This design comes from an exercise in tuning for small area and a short achievable clock period on the open sky130 flow, not from production work. Function was checked by simulation only, so behaviour that the tests miss may differ from the original. Power is estimated from default activity; no workload was simulated.

--- flow/design.v ---
`default_nettype none
package vid_pkg;
typedef logic [15:0] word_t;         
typedef logic [7:0]  addr_t;         
typedef logic [11:0] rgb_t;          
typedef logic [3:0]  cidx_t;         
typedef logic [4:0]  xr_addr_t;      
typedef logic [1:0]  intr_t;         
localparam int INTR_LINE   = 0;      
localparam int INTR_VBLANK = 1;      
localparam logic [3:0] REG_INT_CTRL = 4'h0;     
localparam logic [3:0] REG_WR_ADDR  = 4'h1;     
localparam logic [3:0] REG_WR_INCR  = 4'h2;     
localparam logic [3:0] REG_DATA     = 4'h3;     
localparam logic [3:0] REG_RD_ADDR  = 4'h4;     
localparam logic [3:0] REG_XR_ADDR  = 4'h5;     
localparam logic [3:0] REG_XR_DATA  = 4'h6;     
localparam xr_addr_t XR_PALETTE_BASE = 5'h00;   
localparam xr_addr_t XR_LINE_CMP     = 5'h10;   
endpackage
`default_nettype wire
`default_nettype none
`timescale 1ns/10ps
module vram_arb(
    input  wire logic           clk,
    input  wire logic [2:0]     ph,
    input  wire logic           wr_hit_i,        
    input  wire logic [7:0]     wr_addr_i,
    input  wire logic [15:0]    wr_data_i,
    input  wire logic [7:0]     rd_addr_i,
    output logic                rd_hit_o,
    output logic [15:0]         rd_data_o,
    input  wire logic [1:0]     vid_ring_i,
    input  wire logic [2:0]     vid_pos_i,       
    output logic [15:0]         vid_data_o
);
localparam int N_RING = 32;
localparam int LEN    = 8;
logic [N_RING*16-1:0]   taps;
logic [4*LEN*16-1:0]    vid_cand;
assign rd_hit_o = (rd_addr_i[2:0] == ph);
for (genvar r = 0; r < N_RING; r++) begin : g_ring
    logic [LEN*16-1:0]  q;
    logic               we;
    assign we = wr_hit_i && (wr_addr_i[7:3] == 5'(r));
    always_ff @(posedge clk) begin
        q <= {q[(LEN-1)*16-1:0], we ? wr_data_i : q[LEN*16-1 -: 16]};
    end
    assign taps[r*16 +: 16] = q[LEN*16-1 -: 16];
    if (r < 4) begin : g_vid
        assign vid_cand[r*LEN*16 +: LEN*16] = q;
    end
end
assign rd_data_o = taps[rd_addr_i[7:3]*16 +: 16];
logic [4*16-1:0] vid_at_pos;
for (genvar r = 0; r < 4; r++) begin : g_vpos
    logic [LEN*16-1:0] c;
    assign c = vid_cand[r*LEN*16 +: LEN*16];
    assign vid_at_pos[r*16 +: 16] = c[vid_pos_i*16 +: 16];
end
assign vid_data_o = vid_at_pos[vid_ring_i*16 +: 16];
endmodule
`default_nettype wire
`default_nettype none
`timescale 1ns/10ps
module vid_top #(
    parameter int H_VISIBLE = 16,
    parameter int H_FRONT   = 2,
    parameter int H_SYNC    = 4,
    parameter int H_BACK    = 2,
    parameter int V_VISIBLE = 8,
    parameter int V_FRONT   = 1,
    parameter int V_SYNC    = 2,
    parameter int V_BACK    = 1
)(
    input  wire logic           clk,
    input  wire logic           reset_i,
    input  wire logic           bus_cs_n_i,
    input  wire logic           bus_rd_nwr_i,
    input  wire logic [3:0]     bus_reg_num_i,
    input  wire logic           bus_bytesel_i,
    input  wire logic [7:0]     bus_data_i,
    output logic      [7:0]     bus_data_o,
    output logic                bus_intr_o,
    output logic      [3:0]     red_o,
    output logic      [3:0]     green_o,
    output logic      [3:0]     blue_o,
    output logic                hsync_o,
    output logic                vsync_o,
    output logic                dv_de_o
);
localparam int H_TOTAL      = H_VISIBLE + H_FRONT + H_SYNC + H_BACK;
localparam int V_TOTAL      = V_VISIBLE + V_FRONT + V_SYNC + V_BACK;
localparam int H_SYNC_START = H_VISIBLE + H_FRONT;
localparam int V_SYNC_START = V_VISIBLE + V_FRONT;
localparam int H_W          = $clog2(H_TOTAL);
localparam int V_W          = $clog2(V_TOTAL);
logic [7:0]     hi_byte;
logic [15:0]    wword;
logic           wr_lo;
logic           wr_hi;
logic [7:0]     wsel;            
logic           rd_next;         
logic [15:0]    wr_addr;
logic [15:0]    wr_incr;
logic [15:0]    rd_addr;
logic [15:0]    xr_addr;
logic [15:0]    xr_data;
logic [15:0]    prefetch;
logic           xr_wr;
logic [1:0]     intr_mask;
logic [1:0]     intr_clear;
logic [1:0]     intr_status;
logic [15:0]    rd_word;
logic           wpend;           
logic [7:0]     pend_addr;       
logic [7:0]     pend_lo;         
logic           wr_hit;          
logic           fwd_ok;          
logic           rpend;           
logic           rd_hit;
logic [15:0]    rd_data;
assign wword   = {hi_byte, bus_data_i};
assign wr_lo   = !bus_cs_n_i && !bus_rd_nwr_i && bus_bytesel_i;
assign wr_hi   = !bus_cs_n_i && !bus_rd_nwr_i && !bus_bytesel_i;
assign rd_next = !bus_cs_n_i && bus_rd_nwr_i && bus_bytesel_i && (bus_reg_num_i == vid_pkg::REG_DATA);
always_comb begin
    for (int i = 0; i < 8; i++) begin
        wsel[i] = wr_lo && (bus_reg_num_i == 4'(i));
    end
end
always_comb begin
    case (bus_reg_num_i)
        vid_pkg::REG_INT_CTRL: rd_word = {6'b0, intr_mask, 6'b0, intr_status};
        vid_pkg::REG_WR_ADDR:  rd_word = wr_addr;
        vid_pkg::REG_WR_INCR:  rd_word = wr_incr;
        vid_pkg::REG_DATA:     rd_word = (rpend && rd_hit) ? rd_data : prefetch;
        vid_pkg::REG_RD_ADDR:  rd_word = rd_addr;
        vid_pkg::REG_XR_ADDR:  rd_word = xr_addr;
        vid_pkg::REG_XR_DATA:  rd_word = xr_data;
        default:               rd_word = '0;
    endcase
end
always_ff @(posedge clk) begin
    if (reset_i) begin
        bus_data_o <= '0;
    end else if (!bus_cs_n_i && bus_rd_nwr_i) begin
        bus_data_o <= bus_bytesel_i ? rd_word[7:0] : rd_word[15:8];
    end
end
always_ff @(posedge clk) begin
    if (reset_i) begin
        intr_mask  <= '0;
        intr_clear <= '0;
        xr_wr      <= 1'b0;
        wr_addr    <= '0;
        wr_incr    <= '0;
        rd_addr    <= '0;
        xr_addr    <= '0;
        rpend      <= 1'b0;
        wpend      <= 1'b0;
    end else begin
        xr_wr      <= wsel[vid_pkg::REG_XR_DATA];
        intr_clear <= wsel[vid_pkg::REG_INT_CTRL] ? wword[1:0] : 2'b0;
        if (wsel[vid_pkg::REG_INT_CTRL]) begin
            intr_mask <= wword[9:8];
        end
        if (wsel[vid_pkg::REG_WR_ADDR]) begin
            wr_addr <= wword;
        end else if (wsel[vid_pkg::REG_DATA]) begin
            wr_addr <= wr_addr + wr_incr;
        end
        if (wsel[vid_pkg::REG_WR_INCR]) begin
            wr_incr <= wword;
        end
        if (wsel[vid_pkg::REG_RD_ADDR]) begin
            rd_addr <= wword;
        end else if (rd_next) begin
            rd_addr <= rd_addr + wr_incr;
        end
        if (wsel[vid_pkg::REG_XR_ADDR]) begin
            xr_addr <= wword;
        end else if (xr_wr) begin
            xr_addr <= xr_addr + 1'b1;
        end
        if (wsel[vid_pkg::REG_DATA]) begin
            wpend <= 1'b1;
        end else if (wr_hit) begin
            wpend <= 1'b0;
        end
        if (wsel[vid_pkg::REG_RD_ADDR] || rd_next) begin
            rpend <= 1'b1;
        end else if (rd_hit) begin
            rpend <= 1'b0;
        end
    end
end
always_ff @(posedge clk) begin
    if (wr_hi) begin
        hi_byte <= bus_data_i;
    end
    if (wsel[vid_pkg::REG_XR_DATA]) begin
        xr_data <= wword;
    end
    if (wsel[vid_pkg::REG_DATA]) begin
        pend_addr <= wr_addr[7:0];
        pend_lo   <= bus_data_i;
    end
    fwd_ok <= !wsel[vid_pkg::REG_DATA];
    if (rpend && rd_hit) begin
        prefetch <= rd_data;
    end
end
logic [H_W-1:0] h_count, h_next;
logic [V_W-1:0] v_count, v_next;
logic [2:0]     ph, ph_next;         
logic           de;
logic           fetch;
logic [4:0]     vid_word;
always_comb begin
    h_next = h_count + 1'b1;
    v_next = v_count;
    if (h_count == H_W'(H_TOTAL - 1)) begin
        h_next = '0;
        v_next = (v_count == V_W'(V_TOTAL - 1)) ? '0 : v_count + 1'b1;
    end
    if (reset_i) begin
        h_next = '0;
        v_next = '0;
    end
    ph_next = ph - 1'b1;
end
always_ff @(posedge clk) begin
    h_count <= h_next;
    v_count <= v_next;
    ph      <= ph_next;
end
assign de       = (h_count < H_W'(H_VISIBLE)) && (v_count < V_W'(V_VISIBLE));
assign fetch    = de && (h_count[1:0] == 2'd0);
assign vid_word = {v_count[2:0], h_count[3:2]};
logic [H_W-1:0] h_inc;
logic [4:0]     wn;
logic [1:0]     vid_ring;        
logic [2:0]     vid_pos;         
logic [15:0]    vid_mem;
logic [15:0]    vid_data;
assign h_inc = h_count + 1'b1;
always_comb begin
    wn = {v_count[2:0], h_inc[3:2]};
    if (h_count == H_W'(H_TOTAL - 1)) begin
        wn = (v_count == V_W'(V_TOTAL - 1)) ? 5'd0 : {v_count[2:0] + 3'd1, 2'd0};
    end
end
always_ff @(posedge clk) begin
    if (reset_i) begin
        vid_ring <= 2'd0;
        vid_pos  <= 3'd0 - ph;
    end else begin
        vid_ring <= wn[4:3];
        vid_pos  <= wn[2:0] - ph;
    end
end
always_ff @(posedge clk) begin
    if (reset_i) begin
        wr_hit <= 1'b0;
    end else if (wsel[vid_pkg::REG_DATA]) begin
        wr_hit <= (wr_addr[2:0] == ph_next);
    end else begin
        wr_hit <= wpend && !wr_hit && (pend_addr[2:0] == ph_next);
    end
end
vram_arb vram_arb(
    .clk(clk),                  .ph(ph),
    .wr_hit_i(wr_hit),          .wr_addr_i(pend_addr),
    .wr_data_i({hi_byte, pend_lo}),
    .rd_addr_i(rd_addr[7:0]),   .rd_hit_o(rd_hit),
    .rd_data_o(rd_data),
    .vid_ring_i(vid_ring),      .vid_pos_i(vid_pos),
    .vid_data_o(vid_mem)
);
always_ff @(posedge clk) begin
    if (fetch) begin
        vid_data <= (wpend && fwd_ok && pend_addr == {3'b0, vid_word}) ? {hi_byte, pend_lo} : vid_mem;
    end
end
logic [11:0]    palette [16];
logic [3:0]     pix_idx;
logic [2:0]     de_d;
logic [2:0]     hs_d;
logic [2:0]     vs_d;
logic [11:0]    rgb;
always_ff @(posedge clk) begin
    case (h_count[1:0])
        2'd1: pix_idx <= vid_data[15:12];
        2'd2: pix_idx <= vid_data[11:8];
        2'd3: pix_idx <= vid_data[7:4];
        default: pix_idx <= vid_data[3:0];
    endcase
    if (xr_wr && !xr_addr[4]) begin
        palette[xr_addr[3:0]] <= xr_data[11:0];
    end
end
always_ff @(posedge clk) begin
    if (reset_i) begin
        de_d <= '0;
        hs_d <= '0;
        vs_d <= '0;
        rgb  <= '0;
    end else begin
        de_d <= {de_d[1:0], de};
        hs_d <= {hs_d[1:0], (h_count >= H_W'(H_SYNC_START)) && (h_count < H_W'(H_SYNC_START + H_SYNC))};
        vs_d <= {vs_d[1:0], (v_count >= V_W'(V_SYNC_START)) && (v_count < V_W'(V_SYNC_START + V_SYNC))};
        rgb  <= de_d[1] ? palette[pix_idx] : '0;
    end
end
assign {red_o, green_o, blue_o} = rgb;
assign dv_de_o = de_d[2];
assign hsync_o = hs_d[2];
assign vsync_o = vs_d[2];
logic [3:0]     lc_lo;           
logic           lc_hz;           
logic [1:0]     trigger;
assign trigger[vid_pkg::INTR_LINE]   = (h_count == '0) && lc_hz && (v_count == lc_lo);
assign trigger[vid_pkg::INTR_VBLANK] = (h_count == '0) && (v_count == V_W'(V_VISIBLE));
always_ff @(posedge clk) begin
    if (reset_i) begin
        lc_lo       <= '0;
        lc_hz       <= 1'b1;
        intr_status <= '0;
        bus_intr_o  <= 1'b0;
    end else begin
        if (xr_wr && xr_addr[4:0] == vid_pkg::XR_LINE_CMP) begin
            lc_lo <= xr_data[3:0];
            lc_hz <= (xr_data[15:4] == '0);
        end
        bus_intr_o  <= |(trigger & intr_mask & ~intr_status);
        intr_status <= (intr_status | trigger) & ~intr_clear;
    end
end
endmodule
`default_nettype wire
--- flow/config.mk ---
export PLATFORM = sky130hd
export DESIGN_NAME = vid_top
export DESIGN_NICKNAME = vid_top
export VERILOG_FILES = /design/flow/design.v
export SDC_FILE = /design/flow/constraint.sdc
export NUM_CORES = 4
export LEC_CHECK = 0
export CAP_MARGIN = 20
export CORE_MARGIN = 2
export CORE_UTILIZATION = 60
export CTS_CLUSTER_DIAMETER = 50
export CTS_CLUSTER_SIZE = 30
export SETUP_SLACK_MARGIN = 4.0
export SLEW_MARGIN = 20
--- flow/constraint.sdc ---
create_clock -name core_clock -period 7.0 [get_ports {clk}]
set_input_delay 1.4000 -clock core_clock [delete_from_list [all_inputs] [get_ports {clk}]]
set_output_delay 1.4000 -clock core_clock [all_outputs]
set_load 0.01 [all_outputs]
--- flow/run.sh ---
#!/bin/bash
# synth_recipe.tcl (not shown) runs the flow's synth.tcl, then flattens the netlist and writes it again
# the make line also repeats each setting of config.mk as NAME=value (left out here)
make -C /OpenROAD-flow-scripts/flow DESIGN_CONFIG=/design/flow/config.mk WORK_HOME=/design/flow/orfs CLKGATE_MAP_FILE= SYNTH_SCRIPT=/design/flow/synth_recipe.tcl finish
==> metrics.md, run 1 <==
| Metric | Value |
|---|---|
| Outcome | no timing/DRC/antenna violations |
| CTS Buf Count | 241 |
| Final Net Count | 6832 |
| Worst R2R Start | rd_addr[4] |
| RSZ-0062 raised after global routing | true |
| Worst hold stages | 0 |
| FF-to-FF End | bus_data_o[6] |
| Worst-case reg-to-reg path depth | 7 |
| Grt met1 use | 33.3% |
| Setup slack after layout | 3.97 ns |
| Seq/Total Area, Yosys | 81.3% |
| Startpoint Class | flip-flop |
| Async S/R FF share, synth | 0% |
| Most crowded layer after global routing | met2 |
| Yosys reg bits | 4491 |
| Crit-path leading delay family | compound AO/OA/AOI/OAI gates |
| Fmax | 330 MHz |
| Crit path buffers/inverters | 1 |
| Clk root buf | clkbuf_16 |
| Final setup violation count | 0 |
| Routing usage on met3 | 3.34% |
| Flop pwr share | 60.4% |
| Post-synth top cells | 4243 x dfxtp_1, 534 x mux2_2, 343 x mux4_2 |
| Max-cap viol count | 0 |
| Met2 usage | 34.4% |
| Period utilization | 43.3% |
| CP required | 7.78 ns |
| Internal reg-to-reg setup slack | 3.97 ns |
| Power Dens Cells | 338 nW/um^2 |
| First-pass GRT wire length | 320 mm |
| Final slew viol count | 0 |
| Synth Instances | 6627 |
| Initial Utilization | 60.4% |
| DRT Wirelength | 215 mm |
| Unique masters post-synth | 75 |
| Hpwl dp | 127 mm |
| CP max-delay cell | mux4_2 |
| Max-Slew Margin vs Limit | 31.3% |
| Top-level port count | 41 |
| Synth warn | 2 |
| Maximum clock insertion buffer count | 3 |
| Crit-path max cell delay | 0.59 ns |
| DR iter-0 viols | 3221 |
| DRC viols | 0 |
| Chip Height | 439 um |
| Sw power | 9.28 mW |
| Min-Delay Endpoint | vram_arb.g_ring[28].q[85] |
| Int Pwr | 33.5 mW |
| Final worst path period need | 3.03 ns |
| Tot GR Track Use | 22.4% |
| Kind of critical path | reg -> reg |
| Global route overflow | 0 |
| Synth area leader | dfxtp_1 |
| Worst Hold Class | reg -> reg |
| Max FO, Critical Path | 25 |
| DIE AREA | 193000 sq um |
| Worst-Skew Late Latency | 0.89 ns |
| Hold Buf Count CTS | 0 |
| Drt first pass iters | 8 |
| Area grow syn2layout | 11.3% |
| Initial antenna violation count | 13 |
| Post-synth top flop | dfxtp_1 |
| Core area | 188000 sq um |
| Syn Std Cell Area | 114000 sq um |
| Arr. time, crit path | 3.81 ns |
| Rows | 159 |
| Crit path capture type | flip-flop |
| Max VDD drop | 0.266 mV |
| Post-Place Worst Slack | 2.06 ns |
| Vias in the first global route | 48.9k |
| Clock transition at the registers of the reported paths | 0.10 ns |
| Min-delay src | vram_arb.g_ring[28].q[69] |
| Largest net degree at the start of global routing | 60 |
| Share of cells above drive strength 1 | 22.2% |
| # fillers | 12.9k |
| Wire per inst | 22.7 um |
| Yosys top cell area share | 74.7% |
| Fin Clk Skew | 0.0300 ns |
| Clock power share | 38.6% |
| Comb pwr share | 0.9% |
| Sw Ratio | 21.7% |
| Remaining antenna violation count | 0 |
| Final hold viol count | 0 |
| Critical-path cell list | buf_8, mux4_2, a22oi_1, nand4_1, o22ai_1, o21a_1, o21ai_0 |
| Post-synth EDFFs | 248 |
| Leak pwr | 48.7 nW |
| Setup_tns | 0 ns |
| CTS tree | built |
| CTS sink count | 4491 |
| Placer congestion estimate | 0.875 |
| DR vias/cell | 5.16 |
| Dominant cells by area after synthesis | dfxtp_1 75%, mux4_2 6.8%, edfxtp_1 6.6% |
| Least-Margin Pin Slew | 1.03 ns |
| # H-tree levels | 4 |
| Post-Syn Nets | 6691 |
| Die X | 439 um |
| IO Port Bufs | 40 |
| Count leader, synth | dfxtp_1 |
| Avg Cell Area, Syn | 17.1 sq um |
| Vias | 48.9k |
-- registers in the layout (all words and copies together) (netlist names), 4 cells and up --
name	count
rgb	12
pix_idx	4
vram_arb.g_ring.q	4096
prefetch	16
wr_incr	16
bus_data_o	8
wr_addr	16
rd_addr	16
v_count	4
xr_addr	16
palette	192
h_count	5
xr_data	16
lc_lo	4
hi_byte	8
vid_data	16
pend_lo	8
pend_addr	8
-- layout make-up --
| type | instances | area [sq um] | area share (%) |
|---|---|---|---|
| diodes | 6 | 15.0 | 0.0119 |
| clock buffers | 272 | 6390 | 5.05 |
| well taps | 2495 | 3120 | 2.47 |
| flip-flops and latches | 4491 | 92400 | 73.1 |
| multi-input cells | 1844 | 20400 | 16.2 |
| repair buffers | 153 | 1450 | 1.15 |
| inverters | 37 | 146 | 0.116 |
| clock inverters | 184 | 2470 | 1.95 |
-- layer usage --
| metal | vias to the layer above | wire length, um |
|---|---|---|
| li1 | 23100 | - |
| met1 | 24400 | 103000 |
| met2 | 1012 | 96000 |
| met3 | 310 | 10400 |
| met4 | 0 | 5580 |
| met5 | - | 0 |
-- power groups by stage --
stage	registers (mW)	clock network [mW]	logic, mW
final	25.8	16.5	0.401
after global routing	25.8	17.8	0.425
after CTS	25.8	16.9	0.401
after detailed placement	26.4	0	0.386
after global placement	26.4	0	0.385
after floorplan	26.4	0	0.290
-- worst max path at each step --
stage | from | endpoint | slack [ns] | cells after the start
finish | rd_addr[4] | bus_data_o[6] | 3.97 | 7
global route | rd_addr[3] | bus_data_o[1] | 3.94 | 8
CTS | bus_data_o[7] | bus_data_o[7] | 4.00 | 1
detailed placement | bus_reg_num_i[2] | wr_addr[15] | 2.06 | 6
global placement | bus_reg_num_i[2] | wr_addr[15] | 2.16 | 6
floorplan | bus_reg_num_i[0] | bus_data_o[3] | 4.00 | 8
-- cells in the final DEF (no fill, tap or decap), types with 25 or more instances in the layout --
| cell | Yosys | final |
|---|---|---|
| inv_1 | 37 | 36 |
| clkinv_8 | 0 | 30 |
| edfxtp_1 | 248 | 248 |
| clkbuf_16 | 0 | 247 |
| mux2i_1 | 43 | 42 |
| nand4_1 | 26 | 26 |
| dfxtp_1 | 4243 | 4223 |
| a21oi_1 | 82 | 82 |
| nand2_1 | 135 | 127 |
| nor2_1 | 120 | 96 |
| a22oi_1 | 86 | 61 |
| o21ai_0 | 53 | 53 |
| ha_1 | 44 | 44 |
| buf_4 | 5 | 93 |
| inv_8 | 0 | 33 |
| mux4_2 | 343 | 343 |
| inv_6 | 0 | 41 |
| mux2_2 | 534 | 534 |
| a22oi_2 | 0 | 25 |
-- through the flow --
| step | utilization [%] | cell area, sq um | instances | hold WS (ns) | power [mW] |
|---|---|---|---|---|---|
| after floorplan | - | 114000 | 6627 | 0.310 | 26.7 |
| after global placement | 62.2 | 117000 | 8994 | 0.310 | 26.8 |
| after detailed placement | 62.3 | 117000 | 8996 | 0.312 | 26.8 |
| after CTS | 67.2 | 126000 | 9471 | 0.310 | 43.1 |
| after global routing | 67.3 | 126000 | 9476 | 0.316 | 44.1 |
| final | 67.3 | 126000 | 9482 | 0.308 | 42.8 |
-- kinds of logic after synthesis --
| kind of cell | count (synthesis) | synth area share, % |
|---|---|---|
| fa+ha+maj | 47 | 0.537 |
| buf+inv | 292 | 1.07 |
| compound gates | 378 | 2.26 |
| simple gates | 452 | 1.98 |
| mux | 921 | 12.5 |
| xor+xnor | 46 | 0.355 |
| flops | 4491 | 81.3 |
-- worst reg2reg max path, delay by kind of cell, from the launching register on --
family          cells  cell delay, ns
flops               1            0.53
simple gates        1            0.46
compound gates      4            0.95
mux                 1            0.59
buf+inv             1            0.40
-- timing repair --
action | CTS | global route
endpoints found under the setup margin | 135 | 62
pin swaps | 6 | 5
gates resized for setup | 106 | 14
setup buffers | 18 | 4
gates cloned | 1 | 0
==> run 2, diff against run 1 <==
--- a/flow/config.mk
+++ b/flow/config.mk
@@ -8,5 +8,5 @@
 export CAP_MARGIN = 20
 export CORE_MARGIN = 2
-export CORE_UTILIZATION = 60
+export CORE_UTILIZATION = 40
 export CTS_CLUSTER_DIAMETER = 50
 export CTS_CLUSTER_SIZE = 30
==> metrics.md, run 2 <==
| Metric | Value |
|---|---|
| Outcome | no timing/DRC/antenna violations |
| Synth warn | 2 |
| Rows | 195 |
| Kind of critical path | reg -> reg |
| Leak pwr | 49.9 nW |
| Final slew viol count | 0 |
| Least-Margin Pin Slew | 1.03 ns |
| DR iter-0 viols | 3311 |
| Remaining antenna violation count | 0 |
| Vias | 49.5k |
| Max reg flops | 4096 |
| Share of cells above drive strength 1 | 23.5% |
| Highest-count cells in the layout ignoring fill and taps | 4225 x dfxtp_1, 534 x mux2_2, 343 x mux4_2 |
| CP required | 7.84 ns |
| Crit-path leading delay family | simple AND/OR/NAND/NOR gates |
| Post-synth EDFFs | 248 |
| Setup_tns | 0 ns |
| Max-Slew Margin vs Limit | 30.9% |
| IO Port Bufs | 40 |
| # H-tree levels | 5 |
| Max FO, Critical Path | 19 |
| Initial antenna violation count | 9 |
| Placer congestion estimate | 0.875 |
| CTS Buf Count | 317 |
| Synth area leader | dfxtp_1 |
| Fmax | 337 MHz |
| Drt first pass iters | 5 |
| Post-Syn Nets | 6691 |
| Yosys top cell area share | 74.7% |
| Final Net Count | 6910 |
| Hold Slack | 0.272 ns |
| Internal reg-to-reg setup slack | 4.03 ns |
| Post-synth top flop | dfxtp_1 |
| Clock transition at the registers of the reported paths | 0.08 ns |
| Crit path buffers/inverters | 3 |
| Arr. time, crit path | 3.80 ns |
| Most common cell after layout, fill and taps aside | dfxtp_1 |
| Syn Std Cell Area | 114000 sq um |
| Crit-path max cell delay | 0.81 ns |
| # fillers | 24.0k |
| DR vias/cell | 4.57 |
| Clk root buf | clkbuf_16 |
| DIE AREA | 288000 sq um |
| Global route overflow | 0 |
| Dominant cells by area after synthesis | dfxtp_1 75%, mux4_2 6.8%, edfxtp_1 6.6% |
| Seq/Total Area, Yosys | 81.3% |
| Yosys reg bits | 4491 |
| Chip Height | 537 um |
| Power Dens Cells | 350 nW/um^2 |
| Area grow syn2layout | 14.7% |
| Core area | 283000 sq um |
| Maximum clock insertion buffer count | 4 |
| Critical Path Most Common Cell | buf_4 |
| Fin Clk Skew | 0.0723 ns |
| Biggest register | vram_arb.g_ring.q |
| Max VDD drop | 0.189 mV |
| First-pass GRT wire length | 329 mm |
| DRC viols | 0 |
| Critical-path cell list | buf_4, nor3b_4, buf_4, a22oi_1, buf_4, nand4_1, o22ai_1, o21a_1, o21ai_0 |
| Top-level port count | 41 |
| Synth Instances | 6627 |
| Final worst path period need | 2.97 ns |
| CTS sink count | 4491 |
| Max-cap viol count | 0 |
| Final hold viol count | 0 |
| Unique masters post-synth | 75 |
| Reg area | 92400 sq um |
| DRT Wirelength | 222 mm |
| CTS tree | built |
| Wire per inst | 20.5 um |
| Die X | 537 um |
| Final setup violation count | 0 |
| CP max-delay cell | nor3b_4 |
| Initial Utilization | 40.2% |
| Hpwl dp | 130 mm |
| Async S/R FF share, synth | 0% |
| Vias in the first global route | 50.4k |
| Avg Cell Area, Syn | 17.1 sq um |
| Post-synth top cells | 4243 x dfxtp_1, 534 x mux2_2, 343 x mux4_2 |
| Area occupied by multi-input gates | 20400 sq um |
| Period utilization | 42.4% |
| Count leader, synth | dfxtp_1 |
| Crit path capture type | flip-flop |
| Tot GR Track Use | 15.2% |
| Worst-Skew Late Latency | 0.94 ns |
| RSZ-0062 raised after global routing | true |
| Worst Hold Class | reg -> reg |
| Startpoint Class | flip-flop |
| Largest net degree at the start of global routing | 69 |
[run 2: area by class of cell]
cell class	instances	share of cell area, %
Timing Repair Buffer	155	1.13
Clock inverter	212	2.16
Sequential cell	4491	70.9
Antenna cell	9	0.0173
Multi-Input combinational cell	1844	15.7
Inverter	37	0.112
Tap cell	3743	3.59
Clock buffer	349	6.42
[run 2: metal layers]
metal	wire length [um]	track usage, %
met1	106000	21.8
met2	100000	23.7
met3	9730	2.43
met4	5600	4.66
met5	0	0
[run 2: logic make-up (layout without fill, tap and decap cells)]
kind of cell	after synthesis	after routing	share of synthesized area, %
adder cells (fa/ha/maj)	47	47	0.537
buffers and inverters	292	753	1.07
other	0	9	0
flip-flops	4491	4491	81.3
multiplexers	921	921	12.5
AND/OR/NAND/NOR	452	452	1.98
XOR/XNOR	46	46	0.355
AO/OA/AOI/OAI	378	378	2.26
[run 2: final timing paths]
path	start	end	cells after the start
setup / recovery	rd_addr[5]	bus_data_o[2]	9
hold / removal	vram_arb.g_ring[17].q[53]	vram_arb.g_ring[17].q[69]	0
hold reg to reg	vram_arb.g_ring[17].q[53]	vram_arb.g_ring[17].q[69]	0
setup reg to reg	rd_addr[5]	bus_data_o[2]	9
[run 2: repair_timing]
| item | CTS | global route |
|---|---|---|
| resized for setup | 116 | 27 |
| endpoints found under the setup margin | 154 | 43 |
| hold buffers | 0 | 0 |
| setup buffers | 11 | 16 |
| gates cloned | 1 | 2 |
| pin swaps | 5 | 14 |
[run 2: report_power, final]
| group | leakage (nW) | internal [mW] | switching (mW) |
|---|---|---|---|
| Combinational | 7.99 | 0.180 | 0.227 |
| Clock | 5.43 | 9.74 | 9.65 |
| Sequential | 36.4 | 25.8 | 0.0576 |
[run 2: per-stage QoR]
stage | cell area (sq um) | worst slack, ns | total power [mW] | utilization (%) | cells
final | 130000 | 4.03 | 45.6 | 46.1 | 10800
after global routing | 130000 | 3.96 | 47.1 | 46.1 | 10800
after CTS | 130000 | 3.81 | 46.1 | 46.0 | 10800
after detailed placement | 119000 | 2.33 | 26.8 | 42.0 | 10200
after global placement | 119000 | 2.38 | 26.8 | 42.0 | 10200
after floorplan | 114000 | 4.00 | 26.7 | - | 6627
==> run 3, diff against run 2 <==
==> flow/flow/run.sh (new file) <==
#!/bin/bash
# The standard layout (standard.sh) with three changes: the port buffers are
# buf_4 cells, the resizer may swap a cell for one of another footprint, and
# CTS clusters sinks into larger groups without dummy loads. Make's output
# goes to make.log here; each ORFS step keeps its own log under orfs/logs/.
set -euo pipefail
bash standard.sh \
    MATCH_CELL_FOOTPRINT=0 \
    "BUFFER_PORTS_ARGS=-buffer_cell sky130_fd_sc_hd__buf_4" \
    "CTS_ARGS=-sink_clustering_enable -repair_clock_nets -sink_clustering_size 30 -sink_clustering_max_diameter 50 -dont_use_dummy_load" \
    finish > make.log 2>&1
==> flow/standard.sh (new file) <==
#!/bin/bash
# synth_recipe.tcl (not shown) runs the flow's synth.tcl, then flattens the netlist and writes it again
# the make line also repeats each setting of config.mk as NAME=value (left out here)
make -C /OpenROAD-flow-scripts/flow DESIGN_CONFIG=/design/flow/config.mk WORK_HOME=/design/flow/orfs CLKGATE_MAP_FILE= SYNTH_SCRIPT=/design/flow/synth_recipe.tcl "${@:-finish}"
--- a/flow/config.mk
+++ b/flow/config.mk
@@ -8,7 +8,5 @@
 export CAP_MARGIN = 20
 export CORE_MARGIN = 2
-export CORE_UTILIZATION = 40
-export CTS_CLUSTER_DIAMETER = 50
-export CTS_CLUSTER_SIZE = 30
+export CORE_UTILIZATION = 60
 export SETUP_SLACK_MARGIN = 4.0
 export SLEW_MARGIN = 20
removed: flow/run.sh
==> metrics.md, run 3 <==
| Metric | Value |
|---|---|
| Outcome | no timing/DRC/antenna violations |
| DIE AREA | 193000 sq um |
| Core area | 188000 sq um |
| Initial Utilization | 60.4% |
| DRT Wirelength | 220 mm |
| Global route overflow | 0 |
| Fin Clk Skew | 0.0686 ns |
| Startpoint Class | flip-flop |
| Final setup violation count | 0 |
| Initial antenna violation count | 10 |
| CP required | 7.77 ns |
| Dominant cells by area after synthesis | dfxtp_1 75%, mux4_2 6.8%, edfxtp_1 6.6% |
| Final Util | 66.1% |
| Final slew viol count | 0 |
| Power Dens Cells | 328 nW/um^2 |
| Max-Slew Margin vs Limit | 23.0% |
| Remaining antenna violation count | 0 |
| Chip Height | 439 um |
| # H-tree levels | 5 |
| Synth warn | 2 |
| First-pass GRT wire length | 323 mm |
| Most common cell after layout, fill and taps aside | dfxtp_1 |
| Tot GR Track Use | 22.8% |
| Worst R2R Start | rd_addr[3] |
| Highest-count cells in the layout ignoring fill and taps | 4225 x dfxtp_1, 534 x mux2_2, 343 x mux4_2 |
| Area grow syn2layout | 9.37% |
| Arr. time, crit path | 3.73 ns |
| Fmax | 338 MHz |
| Placer congestion estimate | 0.890 |
| Top-level port count | 41 |
| Dpl cells | 8994 |
| Post-synth EDFFs | 248 |
| Count leader, synth | dfxtp_1 |
| Worst-Skew Late Latency | 0.94 ns |
| Yosys reg bits | 4491 |
| DR iter-0 viols | 3328 |
| Least-Margin Pin Slew | 1.16 ns |
| Vias in the first global route | 48.8k |
| Final worst path period need | 2.96 ns |
| Max VDD drop | 0.306 mV |
| Min-delay src | vram_arb.g_ring[8].q[44] |
| CP startpoint | rd_addr[3] |
| Seq/Total Area, Yosys | 81.3% |
| CTS tree | built |
| Async S/R FF share, synth | 0% |
| CTS sink count | 4491 |
| Final Net Count | 6854 |
| CTS Buf Count | 275 |
| Post-synth top flop | dfxtp_1 |
| Largest net degree at the start of global routing | 55 |
| Wire per inst | 23.6 um |
| DR vias/cell | 5.27 |
| Unique masters post-synth | 75 |
| Biggest register | vram_arb.g_ring.q |
| IO Port Bufs | 40 |
| Rows | 159 |
| Die X | 439 um |
| Setup_tns | 0 ns |
| DRC viols | 0 |
| # fillers | 13.0k |
| Max-cap viol count | 0 |
| Post-synth top cells | 4243 x dfxtp_1, 534 x mux2_2, 343 x mux4_2 |
| RSZ-0062 raised after global routing | false |
| Kind of critical path | reg -> reg |
| Hpwl dp | 132 mm |
| Yosys top cell area share | 74.7% |
| Share of cells above drive strength 1 | 20.5% |
| Crit path capture type | flip-flop |
| Vias | 48.9k |
| Synth area leader | dfxtp_1 |
| Synth Instances | 6627 |
| Post-Syn Nets | 6691 |
| Period utilization | 42.3% |
| Clock transition at the registers of the reported paths | 0.10 ns |
| Max reg flops | 4096 |
| Leak pwr | 47.7 nW |
| Syn Std Cell Area | 114000 sq um |
| Avg Cell Area, Syn | 17.1 sq um |
| Final hold viol count | 0 |
| Worst Hold Class | reg -> reg |
| Clk root buf | clkbuf_16 |
| Maximum clock insertion buffer count | 4 |
| Drt first pass iters | 5 |
| Hold Buf Count CTS | 0 |
| Final std cells w/o fill | 9291 |
| Max FO, Critical Path | 12 |
==> run 3: changes by cell type in the layout (fill, tap and decap cells not counted), moves of 19 or more <==
cell       delta
clkbuf_16    -51
inv_12       -24
inv_6        -38
clkinv_4     -19
buf_4        +24
inv_8        -33
clkinv_8     -37
==> run 3: cells by family (layout without fill, tap and decap cells) <==
kind of cell,after synthesis,after routing,share of synthesized area [%]
other,0,8,0
buffers and inverters,292,453,1.07
flip-flops,4491,4491,81.3
AND/OR/NAND/NOR,452,452,1.98
adder cells (fa/ha/maj),47,47,0.537
AO/OA/AOI/OAI,378,378,2.26
XOR/XNOR,46,46,0.355
multiplexers,921,921,12.5
==> run 3: final timing paths <==
path | to | slack [ns] | cells after the start
setup / recovery | bus_data_o[2] | 4.04 | 7
hold / removal | vram_arb.g_ring[8].q[60] | 0.28 | 0
setup reg to reg | bus_data_o[2] | 4.04 | 7
hold reg to reg | vram_arb.g_ring[8].q[60] | 0.28 | 0
==> run 3: where the power goes <==
part | internal [mW] | switching (mW) | leakage [nW]
registers | 25.8 | 0.0570 | 36.4
logic | 0.182 | 0.237 | 7.92
clock network | 6.99 | 7.55 | 3.39
==> run 3: stage by stage <==
step / cell area (sq um) / setup slack, ns / power [mW] / hold slack (ns)
2_1_floorplan: 114000 / 4.00 / 26.7 / 0.310
3_3_place_gp: 117000 / 2.97 / 26.8 / 0.309
3_5_place_dp: 117000 / 2.94 / 26.8 / 0.312
4_1_cts: 124000 / 3.94 / 41.2 / 0.277
5_1_grt: 124000 / 4.01 / 42.1 / 0.271
6_report: 124000 / 4.04 / 40.8 / 0.275
==> run 3: cell type report <==
type	count	area, sq um	area share, %
multi-input combinational	1844	20400	16.4
clock buffer	275	6880	5.54
antenna	8	20.0	0.0161
inverter	37	141	0.114
timing repair buffer	141	1290	1.04
sequential	4491	92400	74.4
tap	2495	3120	2.51
==> run 3: critical path: stages, from the launching register on <==
cell and delay [ns]:
dfxtp_4 0.41, buf_4 0.29, mux4_2 0.53, a22oi_1 0.81
nand4_1 0.33, o22ai_1 0.25, o21a_1 0.13, o21ai_0 0.06
==> run 3: timing repair <==
item,in CTS,in global routing
gates resized for setup,38,8
setup buffers,7,4
gates cloned,1,1
endpoints found under the setup margin,48,13
pin swaps,0,1
==> run 3: per-layer routing <==
| metal | up-vias | share of wire [%] | wire [um] | GRT usage, % |
|---|---|---|---|---|
| met5 | - | 0 | 0 | 0 |
| met1 | 24600 | 48 | 106000 | 33.8 |
| li1 | 22900 | - | - | - |
| met3 | 395 | 4.5 | 9850 | 3.38 |
| met4 | 0 | 2.7 | 5900 | 6.64 |
| met2 | 1044 | 45 | 97800 | 35.1 |
==> run 4, diff against run 3 <==
--- a/flow/design.v
+++ b/flow/design.v
@@ -52,12 +52,18 @@
     end
 end
-assign rd_data_o = taps[rd_addr_i[7:3]*16 +: 16];
-logic [4*16-1:0] vid_at_pos;
-for (genvar r = 0; r < 4; r++) begin : g_vpos
-    logic [LEN*16-1:0] c;
-    assign c = vid_cand[r*LEN*16 +: LEN*16];
-    assign vid_at_pos[r*16 +: 16] = c[vid_pos_i*16 +: 16];
+logic [N_RING-1:0]  rd_sel;
+logic [4*LEN-1:0]   vid_sel;
+always_comb begin
+    rd_data_o = '0;
+    for (int r = 0; r < N_RING; r++) begin
+        rd_sel[r] = (rd_addr_i[7:3] == 5'(r));
+        rd_data_o = rd_data_o | (taps[r*16 +: 16] & {16{rd_sel[r]}});
+    end
+    vid_data_o = '0;
+    for (int i = 0; i < 4*LEN; i++) begin
+        vid_sel[i] = ({vid_ring_i, vid_pos_i} == 5'(i));
+        vid_data_o = vid_data_o | (vid_cand[i*16 +: 16] & {16{vid_sel[i]}});
+    end
 end
-assign vid_data_o = vid_at_pos[vid_ring_i*16 +: 16];
 endmodule
 `default_nettype wire
@@ -290,4 +296,11 @@
 logic [2:0]     vs_d;
 logic [11:0]    rgb;
+logic [11:0]    pal_out;
+always_comb begin
+    pal_out = '0;
+    for (int i = 0; i < 16; i++) begin
+        pal_out = pal_out | (palette[i] & {12{pix_idx == 4'(i)}});
+    end
+end
 always_ff @(posedge clk) begin
     case (h_count[1:0])
@@ -311,5 +324,5 @@
         hs_d <= {hs_d[1:0], (h_count >= H_W'(H_SYNC_START)) && (h_count < H_W'(H_SYNC_START + H_SYNC))};
         vs_d <= {vs_d[1:0], (v_count >= V_W'(V_SYNC_START)) && (v_count < V_W'(V_SYNC_START + V_SYNC))};
-        rgb  <= de_d[1] ? palette[pix_idx] : '0;
+        rgb  <= de_d[1] ? pal_out : '0;
     end
 end
--- a/flow/config.mk
+++ b/flow/config.mk
@@ -9,4 +9,4 @@
 export CORE_MARGIN = 2
 export CORE_UTILIZATION = 60
-export SETUP_SLACK_MARGIN = 4.0
+export SETUP_SLACK_MARGIN = 4.3
 export SLEW_MARGIN = 20
==> metrics.md, run 4 <==
| Metric | Value |
|---|---|
| Most common cell after layout, fill and taps aside | dfxtp_1 |
| Final slew viol count | 0 |
| Drt first pass iters | 9 |
| CP required | 7.70 ns |
| Clock transition at the registers of the reported paths | 0.10 ns |
| Share of cells above drive strength 1 | 16.9% |
| CTS Buf Count | 233 |
| Synth warn | 2 |
| CP max-delay cell | o32a_4 |
| Remaining antenna violation count | 0 |
| Vias in the first global route | 53.8k |
| Initial antenna violation count | 28 |
| Fin Clk Skew | 0.0846 ns |
| DRT Wirelength | 292 mm |
| Crit path buffers/inverters | 2 |
| Clock power share | 33.7% |
| Flop pwr share | 65.3% |
| Final setup violation count | 0 |
| Power Dens Cells | 319 nW/um^2 |
| Leak pwr | 48.5 nW |
| PnR Total Power | 39.5 mW |
| Post-Syn Nets | 7374 |
| Max FO, Critical Path | 7 |
| Critical-path cell list | clkbuf_16, buf_4, and3b_4, and3_1, a2111oi_0, nand4_1, o32a_4, or2_0, o2111a_1 |
| Final Util | 66.7% |
| Unique masters post-synth | 80 |
| Die X | 437 um |
| Final Net Count | 7586 |
| Clk root buf | clkbuf_16 |
| Hpwl dp | 181 mm |
| RSZ-0062 raised after global routing | true |
| Area grow syn2layout | 10.3% |
| Seq/Total Area, Yosys | 82.3% |
| Max reg flops | 4096 |
| Arr. time, crit path | 3.69 ns |
| Async S/R FF share, synth | 0% |
| DIE AREA | 191000 sq um |
| IO Port Bufs | 40 |
| First-pass GRT wire length | 406 mm |
| DRC viols | 0 |
| Max-cap viol count | 0 |
| Initial Utilization | 60.5% |
| Least-Margin Pin Slew | 1.08 ns |
| Kind of critical path | reg -> reg |
| Wire per inst | 29.2 um |
| Int Pwr | 31.8 mW |
| Post-DP Area | 116000 sq um |
| Biggest register | vram_arb.g_ring.q |
| Tot GR Track Use | 30.1% |
| Vias | 56.8k |
| Worst-Skew Late Latency | 0.90 ns |
| Maximum clock insertion buffer count | 3 |
| Fmax | 334 MHz |
| Placer congestion estimate | 0.924 |
| Syn Std Cell Area | 112000 sq um |
| Post-synth EDFFs | 248 |
| # H-tree levels | 4 |
| Max-Slew Margin vs Limit | 27.9% |
| Crit-path max cell delay | 0.52 ns |
| Sw Ratio | 19.6% |
| Synth Instances | 7311 |
| Period utilization | 42.8% |
| Startpoint Class | flip-flop |
| Setup_tns | 0 ns |
| Yosys reg bits | 4491 |
| Chip Height | 437 um |
| Rows | 158 |
| Global route overflow | 0 |
| Worst Hold Class | reg -> reg |
| Design Area, Final | 124000 sq um |
| Outcome | no timing/DRC/antenna violations |
| Final hold viol count | 0 |
| Max VDD drop | 0.289 mV |
| Highest-count cells in the layout ignoring fill and taps | 4209 x dfxtp_1, 530 x mux2_2, 360 x a22oi_1 |
| Crit path capture type | flip-flop |
| DR iter-0 viols | 5924 |
| CTS tree | built |
| Dominant cells by area after synthesis | dfxtp_1 76%, edfxtp_1 6.6%, mux2_2 5.3% |
| Count leader, synth | dfxtp_1 |
| Core area | 186000 sq um |
| Avg Cell Area, Syn | 15.4 sq um |
| Synth area leader | dfxtp_1 |
| Largest net degree at the start of global routing | 55 |
| Yosys top cell area share | 75.6% |
| Post-synth top flop | dfxtp_1 |
| Crit-path leading delay family | simple AND/OR/NAND/NOR gates |
| Top-level port count | 41 |
| Post-synth top cells | 4243 x dfxtp_1, 530 x mux2_2, 376 x a22oi_1 |
| Comb pwr share | 1.0% |
| Sw power | 7.73 mW |
| CTS sink count | 4491 |
| Final worst path period need | 3.00 ns |
| DR vias/cell | 5.67 |
## run 4: changes by cell type in the layout (fill, tap and decap cells not counted), moves of 65 or more
cell     delta
buf_4     +105
nand4_1    +65
nand2_1    +72
mux4_2    -343
and3_1     +68
nand3_1   +215
a22oi_1   +290
## run 4: logic make-up (layout without fill, tap and decap cells)
family	after synthesis	count (layout)	synth area share (%)
buffers and inverters	354	559	1.24
adder cells (fa/ha/maj)	46	46	0.533
multiplexers	550	550	5.49
flip-flops	4491	4491	82.3
other	0	10	0
XOR/XNOR	48	48	0.374
AND/OR/NAND/NOR	1057	1062	4.94
AO/OA/AOI/OAI	765	765	5.15
## run 4: repair_timing
| action | CTS | global route |
|---|---|---|
| buffers inserted | 73 | 28 |
| endpoints found under the hold margin | 0 | 0 |
| endpoints found under the setup margin | 149 | 91 |
| pin swaps | 51 | 13 |
| hold buffers | 0 | 0 |
| gates resized for setup | 238 | 47 |
| gates cloned | 16 | 0 |
## run 4: power groups by stage
stage | combinational [mW] | clock, mW | sequential [mW]
2_1_floorplan | 0.196 | 0 | 26.4
3_3_place_gp | 0.373 | 0 | 26.4
3_5_place_dp | 0.376 | 0 | 26.4
4_1_cts | 0.393 | 13.5 | 25.8
5_1_grt | 0.414 | 14.4 | 25.8
6_report | 0.400 | 13.3 | 25.8
## run 4: path summary, 6_finish.rpt
path / from / end / slack, ns / cells after the start
worst max-delay path: rd_addr[6] / bus_data_o[1] / 4.00 / 9
worst min-delay path: vram_arb.g_ring[12].q[13] / vram_arb.g_ring[12].q[29] / 0.25 / 0
worst max register to register: rd_addr[6] / bus_data_o[1] / 4.00 / 9
worst min register to register: vram_arb.g_ring[12].q[13] / vram_arb.g_ring[12].q[29] / 0.25 / 0
## run 4: layout make-up
| cell class | count | area (sq um) |
|---|---|---|
| Fill cell | 13100 | 61700 |
| Multi-Input combinational cell | 2471 | 19600 |
| Timing Repair Buffer | 293 | 2760 |
| Inverter | 33 | 135 |
| Antenna cell | 10 | 25.0 |
| Clock buffer | 233 | 5830 |
| Sequential cell | 4491 | 92500 |
| Tap cell | 2480 | 3100 |
## run 4: layer usage
| metal | wire length [um] | GRT usage (%) |
|---|---|---|
| met1 | 132000 | 44.3 |
| met2 | 124000 | 44.4 |
| met3 | 22900 | 5.77 |
| met4 | 12400 | 11.4 |
| met5 | 53 | 0 |
## run 4: worst reg2reg max path, stage by stage, from the launching register on
cell and delay (ns):
dfxtp_4 0.39, clkbuf_16 0.18, buf_4 0.14, and3b_4 0.26, and3_1 0.22, a2111oi_0 0.37, nand4_1 0.41, o32a_4 0.53
or2_0 0.25, o2111a_1 0.12
## run 4: metrics by stage
| step | worst slack, ns | instances | hold WS (ns) |
|---|---|---|---|
| 5_1_grt | 4.02 | 10000 | 0.236 |
| 3_3_place_gp | 1.96 | 9650 | 0.309 |
| 6_report | 4.00 | 10000 | 0.246 |
| 3_5_place_dp | 2.51 | 9651 | 0.312 |
| 4_1_cts | 4.05 | 9973 | 0.228 |
| 2_1_floorplan | 4.15 | 7311 | 0.310 |
==> run 5, diff against run 4 <==
==> flow/run.sh (new file) <==
#!/bin/bash
# synth_recipe.tcl (not shown) runs the flow's synth.tcl, then flattens the netlist and writes it again
# the make line also repeats each setting of config.mk as NAME=value (left out here)
make -C /OpenROAD-flow-scripts/flow DESIGN_CONFIG=/design/flow/config.mk WORK_HOME=/design/flow/orfs CLKGATE_MAP_FILE= SYNTH_SCRIPT=/design/flow/synth_recipe.tcl finish
--- a/flow/config.mk
+++ b/flow/config.mk
@@ -9,4 +9,6 @@
 export CORE_MARGIN = 2
 export CORE_UTILIZATION = 60
-export SETUP_SLACK_MARGIN = 4.3
+export CTS_CLUSTER_DIAMETER = 50
+export CTS_CLUSTER_SIZE = 30
+export SETUP_SLACK_MARGIN = 4.0
 export SLEW_MARGIN = 20
removed: flow/flow/run.sh
removed: flow/standard.sh
==> metrics.md, run 5 <==
| Metric | Value |
|---|---|
| First-pass GRT wire length | 401 mm |
| Clock power share | 38.1% |
| Clk root buf | clkbuf_16 |
| Critical Path Most Common Cell | buf_12 |
| Maximum clock insertion buffer count | 3 |
| Clock transition at the registers of the reported paths | 0.11 ns |
| Share of cells above drive strength 1 | 16.6% |
| Final Util | 67.5% |
| Post-synth top flop | dfxtp_1 |
| Fin Clk Skew | 0.0543 ns |
| Post-synth EDFFs | 248 |
| Initial Utilization | 60.5% |
| Wire per inst | 28.4 um |
| Placer congestion estimate | 0.927 |
| Flop pwr share | 60.9% |
| Area grow syn2layout | 11.5% |
| IO Port Bufs | 40 |
| Yosys top cell area share | 75.6% |
| Crit path capture type | flip-flop |
| Max FO, Critical Path | 15 |
| Worst Hold Class | reg -> reg |
| Critical-path cell list | buf_12, nor3b_2, buf_12, and2_1, a22oi_1, nand3_1, nor4_1, buf_4, o21ai_0, o2111a_1 |
| Outcome | no timing/DRC/antenna violations |
| # H-tree levels | 4 |
| Max reg flops | 4096 |
| Vias in the first global route | 53.8k |
| Initial antenna violation count | 36 |
| Final slew viol count | 0 |
| Global route overflow | 0 |
| Sw power | 9.20 mW |
| Unique masters post-synth | 80 |
| Power Dens Cells | 338 nW/um^2 |
| Arr. time, crit path | 3.91 ns |
| CTS tree | built |
| Drt first pass iters | 8 |
| DR vias/cell | 5.59 |
| Biggest register | vram_arb.g_ring.q |
| Count leader, synth | dfxtp_1 |
| DR iter-0 viols | 6355 |
| CP max-delay cell | and2_1 |
| Remaining antenna violation count | 0 |
| Max-cap viol count | 0 |
| CTS sink count | 4491 |
| Final setup violation count | 0 |
| Kind of critical path | reg -> reg |
| Int Pwr | 33.2 mW |
| Worst-Skew Late Latency | 0.90 ns |
| Highest-count cells in the layout ignoring fill and taps | 4230 x dfxtp_1, 530 x mux2_2, 376 x a22oi_1 |
| Setup slack after layout | 3.88 ns |
| Fmax | 321 MHz |
| Seq/Total Area, Yosys | 82.3% |
| Crit-path max cell delay | 0.55 ns |
| Most common cell after layout, fill and taps aside | dfxtp_1 |
| Post-synth top cells | 4243 x dfxtp_1, 530 x mux2_2, 376 x a22oi_1 |
| RSZ-0062 raised after global routing | true |
| Dominant cells by area after synthesis | dfxtp_1 76%, edfxtp_1 6.6%, mux2_2 5.3% |
| Max-Slew Margin vs Limit | 21.6% |
| DRC viols | 0 |
| Avg Cell Area, Syn | 15.4 sq um |
| Crit path buffers/inverters | 3 |
| Final Net Count | 7526 |
| Vias | 56.7k |
| Startpoint Class | flip-flop |
| Sw Ratio | 21.7% |
| Largest net degree at the start of global routing | 64 |
| Yosys reg bits | 4491 |
| Leak pwr | 49.2 nW |
| Async S/R FF share, synth | 0% |
| Rows | 158 |
| Chip Height | 437 um |
| Top-level port count | 41 |
| Max VDD drop | 0.368 mV |
| Hpwl dp | 184 mm |
| Post-Syn Nets | 7374 |
| DRT Wirelength | 288 mm |
| CP required | 7.79 ns |
| Synth area leader | dfxtp_1 |
| Setup_tns | 0 ns |
| Crit-path leading delay family | simple AND/OR/NAND/NOR gates |
| Final hold viol count | 0 |
| Synth warn | 2 |
| Hold Buf Count CTS | 0 |
| Syn Std Cell Area | 112000 sq um |
| Die X | 437 um |
| DIE AREA | 191000 sq um |
| Period utilization | 44.6% |
| Tot GR Track Use | 29.7% |
| Least-Margin Pin Slew | 1.17 ns |
| Post-Place Worst Slack | 2.40 ns |
| Synth Instances | 7311 |
| Comb pwr share | 0.9% |
| Final worst path period need | 3.12 ns |
| CTS Buf Count | 235 |
| Core area | 186000 sq um |
==> run 5: power groups by stage <==
stage	Combinational, mW	Sequential (mW)	Clock, mW
2_1_floorplan	0.191	26.4	0
3_3_place_gp	0.376	26.4	0
3_5_place_dp	0.385	26.4	0
4_1_cts	0.388	25.8	16.4
5_1_grt	0.410	25.8	17.3
6_report	0.391	25.8	16.2
==> run 5: kinds of logic (layout without fill, tap and decap cells) <==
family / Yosys count / in the layout / synth area share, %
flops: 4491 / 4491 / 82.3
simple gates: 1057 / 1058 / 4.94
compound gates: 765 / 765 / 5.15
mux: 550 / 550 / 5.49
buf+inv: 354 / 704 / 1.24
xor+xnor: 48 / 48 / 0.374
fa+ha+maj: 46 / 46 / 0.533
other cells: 0 / 7 / 0
==> run 5: final cells by class <==
class | instances | area (sq um)
antenna | 7 | 17.5
clock buffer | 251 | 6020
clock inverter | 185 | 2420
fill | 12900 | 60400
inverter | 33 | 129
multi-input combinational | 2467 | 19100
sequential | 4491 | 92400
tap | 2480 | 3100
timing repair buffer | 235 | 2020
==> run 5: repair_timing <==
item	in CTS	in global routing
endpoints found under the hold margin	0	0
gates resized for setup	120	27
endpoints found under the setup margin	114	27
buffers inserted	23	5
pin swaps	9	10
cloned	4	1
==> run 5: per-stage QoR <==
stage | cells | power [mW] | instance area, sq um | hold WS (ns)
global placement | 9670 | 26.8 | 116000 | 0.309
finish | 10100 | 42.4 | 125000 | 0.306
detailed placement | 9673 | 26.8 | 116000 | 0.312
floorplan | 7311 | 26.6 | 112000 | 0.310
global route | 10100 | 43.5 | 125000 | 0.319
CTS | 10100 | 42.6 | 125000 | 0.308
==> run 5: per-layer routing <==
metal,routed length (um),vias to the layer above,track usage (%)
met4,11700,14,10.9
met3,21500,588,5.38
met5,85,-,0
met2,125000,2402,44.8
li1,-,25600,-
met1,130000,28100,43.2
==> run 5: worst paths after layout <==
check | endpoint | cells after the start | slack [ns] | startpoint
min | vram_arb.g_ring[10].q[54] | 0 | 0.31 | vram_arb.g_ring[10].q[38]
max | bus_data_o[1] | 10 | 3.88 | rd_addr[6]
max reg2reg | bus_data_o[1] | 10 | 3.88 | rd_addr[6]
min reg2reg | vram_arb.g_ring[10].q[54] | 0 | 0.31 | vram_arb.g_ring[10].q[38]
==> run 6, diff against run 5 <==
--- a/flow/design.v
+++ b/flow/design.v
@@ -25,9 +25,7 @@
     input  wire logic           clk,
     input  wire logic [2:0]     ph,
-    input  wire logic           wr_hit_i,        
-    input  wire logic [7:0]     wr_addr_i,
+    input  wire logic [31:0]    wr_ring_i,       
     input  wire logic [15:0]    wr_data_i,
-    input  wire logic [7:0]     rd_addr_i,
-    output logic                rd_hit_o,
+    input  wire logic [31:0]    rd_sel_i,        
     output logic [15:0]         rd_data_o,
     input  wire logic [1:0]     vid_ring_i,
@@ -39,9 +37,8 @@
 logic [N_RING*16-1:0]   taps;
 logic [4*LEN*16-1:0]    vid_cand;
-assign rd_hit_o = (rd_addr_i[2:0] == ph);
 for (genvar r = 0; r < N_RING; r++) begin : g_ring
     logic [LEN*16-1:0]  q;
     logic               we;
-    assign we = wr_hit_i && (wr_addr_i[7:3] == 5'(r));
+    assign we = wr_ring_i[r];
     always_ff @(posedge clk) begin
         q <= {q[(LEN-1)*16-1:0], we ? wr_data_i : q[LEN*16-1 -: 16]};
@@ -52,11 +49,9 @@
     end
 end
-logic [N_RING-1:0]  rd_sel;
 logic [4*LEN-1:0]   vid_sel;
 always_comb begin
     rd_data_o = '0;
     for (int r = 0; r < N_RING; r++) begin
-        rd_sel[r] = (rd_addr_i[7:3] == 5'(r));
-        rd_data_o = rd_data_o | (taps[r*16 +: 16] & {16{rd_sel[r]}});
+        rd_data_o = rd_data_o | (taps[r*16 +: 16] & {16{rd_sel_i[r]}});
     end
     vid_data_o = '0;
@@ -125,5 +120,7 @@
 logic           fwd_ok;          
 logic           rpend;           
-logic           rd_hit;
+logic [15:0]    rd_addr_d;       
+logic           rd_hit;          
+logic [31:0]    rd_sel;          
 logic [15:0]    rd_data;
 assign wword   = {hi_byte, bus_data_i};
@@ -162,5 +159,4 @@
         wr_addr    <= '0;
         wr_incr    <= '0;
-        rd_addr    <= '0;
         xr_addr    <= '0;
         rpend      <= 1'b0;
@@ -180,9 +176,4 @@
             wr_incr <= wword;
         end
-        if (wsel[vid_pkg::REG_RD_ADDR]) begin
-            rd_addr <= wword;
-        end else if (rd_next) begin
-            rd_addr <= rd_addr + wr_incr;
-        end
         if (wsel[vid_pkg::REG_XR_ADDR]) begin
             xr_addr <= wword;
@@ -202,4 +193,20 @@
     end
 end
+always_comb begin
+    rd_addr_d = rd_addr;
+    if (reset_i) begin
+        rd_addr_d = '0;
+    end else if (wsel[vid_pkg::REG_RD_ADDR]) begin
+        rd_addr_d = wword;
+    end else if (rd_next) begin
+        rd_addr_d = rd_addr + wr_incr;
+    end
+end
+always_ff @(posedge clk) begin
+    rd_addr <= rd_addr_d;
+    for (int r = 0; r < 32; r++) begin
+        rd_sel[r] <= (rd_addr_d[7:3] == 5'(r));
+    end
+end
 always_ff @(posedge clk) begin
     if (wr_hi) begin
@@ -267,18 +274,29 @@
     end
 end
-always_ff @(posedge clk) begin
+logic [7:0]     pend_addr_d;
+logic           wr_hit_d;
+logic [31:0]    wr_ring;         
+always_comb begin
+    pend_addr_d = wsel[vid_pkg::REG_DATA] ? wr_addr[7:0] : pend_addr;
     if (reset_i) begin
-        wr_hit <= 1'b0;
+        wr_hit_d = 1'b0;
     end else if (wsel[vid_pkg::REG_DATA]) begin
-        wr_hit <= (wr_addr[2:0] == ph_next);
+        wr_hit_d = (wr_addr[2:0] == ph_next);
     end else begin
-        wr_hit <= wpend && !wr_hit && (pend_addr[2:0] == ph_next);
+        wr_hit_d = wpend && !wr_hit && (pend_addr[2:0] == ph_next);
+    end
+end
+always_ff @(posedge clk) begin
+    wr_hit <= wr_hit_d;
+    for (int r = 0; r < 32; r++) begin
+        wr_ring[r] <= wr_hit_d && (pend_addr_d[7:3] == 5'(r));
     end
+    rd_hit <= (rd_addr_d[2:0] == ph_next);
 end
 vram_arb vram_arb(
     .clk(clk),                  .ph(ph),
-    .wr_hit_i(wr_hit),          .wr_addr_i(pend_addr),
+    .wr_ring_i(wr_ring),
     .wr_data_i({hi_byte, pend_lo}),
-    .rd_addr_i(rd_addr[7:0]),   .rd_hit_o(rd_hit),
+    .rd_sel_i(rd_sel),
     .rd_data_o(rd_data),
     .vid_ring_i(vid_ring),      .vid_pos_i(vid_pos),
==> flow/flow/run.sh (new file) <==
#!/bin/bash
# The standard layout (standard.sh) with three changes: the port buffers are
# buf_4 cells, the resizer may swap a cell for one of another footprint, and
# CTS clusters sinks into larger groups without dummy loads. Make's output
# goes to make.log here; each ORFS step keeps its own log under orfs/logs/.
set -euo pipefail
bash standard.sh \
    MATCH_CELL_FOOTPRINT=0 \
    "BUFFER_PORTS_ARGS=-buffer_cell sky130_fd_sc_hd__buf_4" \
    "CTS_ARGS=-sink_clustering_enable -repair_clock_nets -sink_clustering_size 30 -sink_clustering_max_diameter 50 -dont_use_dummy_load" \
    finish > make.log 2>&1
==> flow/standard.sh (new file) <==
#!/bin/bash
# synth_recipe.tcl (not shown) runs the flow's synth.tcl, then flattens the netlist and writes it again
# the make line also repeats each setting of config.mk as NAME=value (left out here)
make -C /OpenROAD-flow-scripts/flow DESIGN_CONFIG=/design/flow/config.mk WORK_HOME=/design/flow/orfs CLKGATE_MAP_FILE= SYNTH_SCRIPT=/design/flow/synth_recipe.tcl "${@:-finish}"
--- a/flow/config.mk
+++ b/flow/config.mk
@@ -9,6 +9,4 @@
 export CORE_MARGIN = 2
 export CORE_UTILIZATION = 60
-export CTS_CLUSTER_DIAMETER = 50
-export CTS_CLUSTER_SIZE = 30
-export SETUP_SLACK_MARGIN = 4.0
+export SETUP_SLACK_MARGIN = 4.3
 export SLEW_MARGIN = 20
removed: flow/run.sh
==> metrics.md, run 6 <==
| Metric | Value |
|---|---|
| Setup_tns | 0 ns |
| Synth Instances | 7275 |
| Tot GR Track Use | 29.3% |
| Syn Std Cell Area | 113000 sq um |
| Area grow syn2layout | 10.3% |
| Vias in the first global route | 54.0k |
| Kind of critical path | reg -> out |
| Max-Slew Margin vs Limit | 25.9% |
| Final Util | 66.5% |
| Leak pwr | 48.7 nW |
| Count leader, synth | dfxtp_1 |
| Crit-path max cell delay | 0.36 ns |
| PnR Total Power | 41.5 mW |
| Least-Margin Pin Slew | 1.11 ns |
| Post-synth EDFFs | 243 |
| Max VDD drop | 0.287 mV |
| Arr. time, crit path | 1.38 ns |
| CP max-delay cell | dfxtp_4 |
| Crit-path leading delay family | flip-flops |
| Period utilization | 39.7% |
| Async S/R FF share, synth | 0% |
| Final slew viol count | 0 |
| Final setup violation count | 0 |
| Final worst path period need | 2.78 ns |
| Max FO, Critical Path | 1 |
| Outcome | no timing/DRC/antenna violations |
| Hpwl dp | 177 mm |
| Max reg flops | 4096 |
| Final Net Count | 7493 |
| Clock transition at the registers of the reported paths | 0.10 ns |
| First-pass GRT wire length | 399 mm |
| Worst-Skew Late Latency | 0.94 ns |
| Yosys reg bits | 4556 |
| FF-to-FF End | bus_data_o[6] |
| DR iter-0 viols | 5413 |
| Top-level port count | 41 |
| Remaining antenna violation count | 0 |
| Unique masters post-synth | 86 |
| Internal reg-to-reg setup slack | 4.29 ns |
| Worst R2R Start | rd_sel[22] |
| Seq/Total Area, Yosys | 82.6% |
| Largest net degree at the start of global routing | 52 |
| Most common cell after layout, fill and taps aside | dfxtp_1 |
| Final hold viol count | 0 |
| Die X | 439 um |
| Fmax | 360 MHz |
| Avg Cell Area, Syn | 15.6 sq um |
| Core area | 188000 sq um |
| Crit path buffers/inverters | 1 |
| Fin Clk Skew | 0.0896 ns |
| Post-synth top flop | dfxtp_1 |
| Post-Syn Nets | 7338 |
| Placer congestion estimate | 0.911 |
| IO Port Bufs | 40 |
| Drt first pass iters | 19 |
| Max-cap viol count | 0 |
| # H-tree levels | 5 |
| CTS tree | built |
| Crit path capture type | output port |
| Maximum clock insertion buffer count | 4 |
| Min-delay src | vram_arb.g_ring[25].q[74] |
| Synth warn | 2 |
| Highest-count cells in the layout ignoring fill and taps | 4252 x dfxtp_1, 527 x mux2_2, 432 x a22oi_1 |
| Worst Hold Class | reg -> reg |
| Worst-case reg-to-reg path depth | 7 |
| Yosys top cell area share | 76.2% |
| Rows | 159 |
| Initial antenna violation count | 13 |
| Startpoint Class | flip-flop |
| DRT Wirelength | 286 mm |
| Synth area leader | dfxtp_1 |
| Hold Buf Count CTS | 0 |
| Post-synth top cells | 4313 x dfxtp_1, 527 x mux2_2, 452 x a22oi_1 |
| Power Dens Cells | 332 nW/um^2 |
| Min-Delay Endpoint | vram_arb.g_ring[25].q[90] |
| RSZ-0062 raised after global routing | true |
| Share of cells above drive strength 1 | 17.1% |
| Vias | 55.7k |
| Chip Height | 439 um |
| DIE AREA | 192000 sq um |
| Biggest register | vram_arb.g_ring.q |
| Dominant cells by area after synthesis | dfxtp_1 76%, edfxtp_1 6.4%, mux2_2 5.2% |
| CP required | 5.60 ns |
| Dpl cells | 9605 |
| DRC viols | 0 |
| Clk root buf | clkbuf_16 |
| CTS Buf Count | 274 |
| Initial Utilization | 60.4% |
| Wire per inst | 28.8 um |
| DR vias/cell | 5.61 |
| Final std cells w/o fill | 9929 |
| Worst hold stages | 0 |
| Critical-path cell list | buf_6 |
| Global route overflow | 0 |
| CTS sink count | 4556 |
-- run 6: changes by cell type after synthesis, moves of 15 or more --
cell | before | now
nand3_1 | 243 | 69
a22oi_1 | 376 | 452
nor2_1 | 144 | 215
dfxtp_1 | 4243 | 4313
nand2_1 | 206 | 139
and3_1 | 86 | 30
a221oi_1 | 53 | 17
mux2i_1 | 20 | 51
a22o_1 | 66 | 41
a222oi_1 | 10 | 34
buf_1 | 15 | 37
o22ai_1 | 2 | 23
xnor2_1 | 19 | 34
-- run 6: timing repair --
item                       CTS  global route
cloned                       1             2
setup endpoints to repair  181           120
pin swaps                   25            19
setup buffers               27            14
resized for setup          219            68
-- run 6: layout make-up --
type                            count  area (sq um)
Sequential cell                  4556         93800
Fill cell                       13300         62800
Clock buffer                      274          6860
Tap cell                         2495          3120
Multi-Input combinational cell   2348         19100
Inverter                           37           159
Antenna cell                        6          15.0
Timing Repair Buffer              213          1970
-- run 6: how the worst max path moves through the flow --
stage | startpoint | end | slack [ns] | cells after the start
after floorplan | bus_reg_num_i[3] | wr_ring[1] | 3.87 | 9
after global placement | bus_reg_num_i[2] | wr_ring[0] | 2.37 | 10
after detailed placement | bus_reg_num_i[2] | wr_ring[1] | 2.28 | 10
after CTS | bus_intr_o | bus_intr_o | 4.16 | 1
after global routing | bus_intr_o | bus_intr_o | 4.18 | 1
final | bus_intr_o | bus_intr_o | 4.22 | 1
-- run 6: cells by family after synthesis --
family / synth area share (%)
DFF: 82.6
AOI/OAI and AO/OA: 5.75
and+or+nand+nor: 3.53
muxes: 5.81
buffers and inverters: 1.29
xor gates and xnor gates: 0.479
adders and majority gates: 0.528
-- run 6: power breakdown --
group	leakage (nW)	internal, mW	switching [mW]
logic	8.31	0.164	0.384
registers	37.0	26.1	0.0362
clock network	3.38	6.97	7.78
-- run 6: layer usage --
metal  track usage (%)  share of wire [%]  vias up
li1                  -                  -    25100
met1              43.4                 47    28100
met2              44.3                 44     2001
met3              4.43                6.1      538
met4              10.0                3.4        0
met5                 0                  0        -
-- run 6: through the flow --
step                      hold slack, ns  worst slack, ns  area, sq um
after detailed placement           0.312             2.28       117000
after global routing               0.278             4.18       125000
after floorplan                    0.310             3.87       114000
after global placement             0.309             2.37       117000
after CTS                          0.280             4.16       125000
final                              0.276             4.22       125000

## port drivers added, routing unchanged
Ports are ideal in the flow. The routed layouts listed here were re-timed in OpenROAD. Step 1 (the two cells are an assumption about what drives the block):
set clk [get_ports {clk}]
set_driving_cell -lib_cell sky130_fd_sc_hd__clkbuf_16 $clk
set_driving_cell -lib_cell sky130_fd_sc_hd__buf_2 [delete_from_list [all_inputs] $clk]
Step 2 also shifts input and output timing later by t, the mid clock arrival at the registers, as if the neighbouring blocks saw the same clock. Three values: ideal, step 1, step 2; two values: the first two.
run	t (ns)	setup slack, ns	worst setup path at the end
run 1	0.962	3.971 / 3.971 / 3.161	input to register
run 2	1.004	4.033 / 3.976 / 3.165	input to register
run 3	0.980	4.041 / 3.992 / 3.129	input to register
run 4	0.936	4.004 / 4.004 / 3.540	input to register
run 5	0.962	3.880 / 3.880 / 3.295	input to register
run 6	0.984	4.221 / 4.137 / 3.434	input to register
After both steps setup and hold are still met in every run listed. For run 3, which loses most, drivers alone change the setup slack by -0.049 ns; drivers and shift together by -0.912 ns.
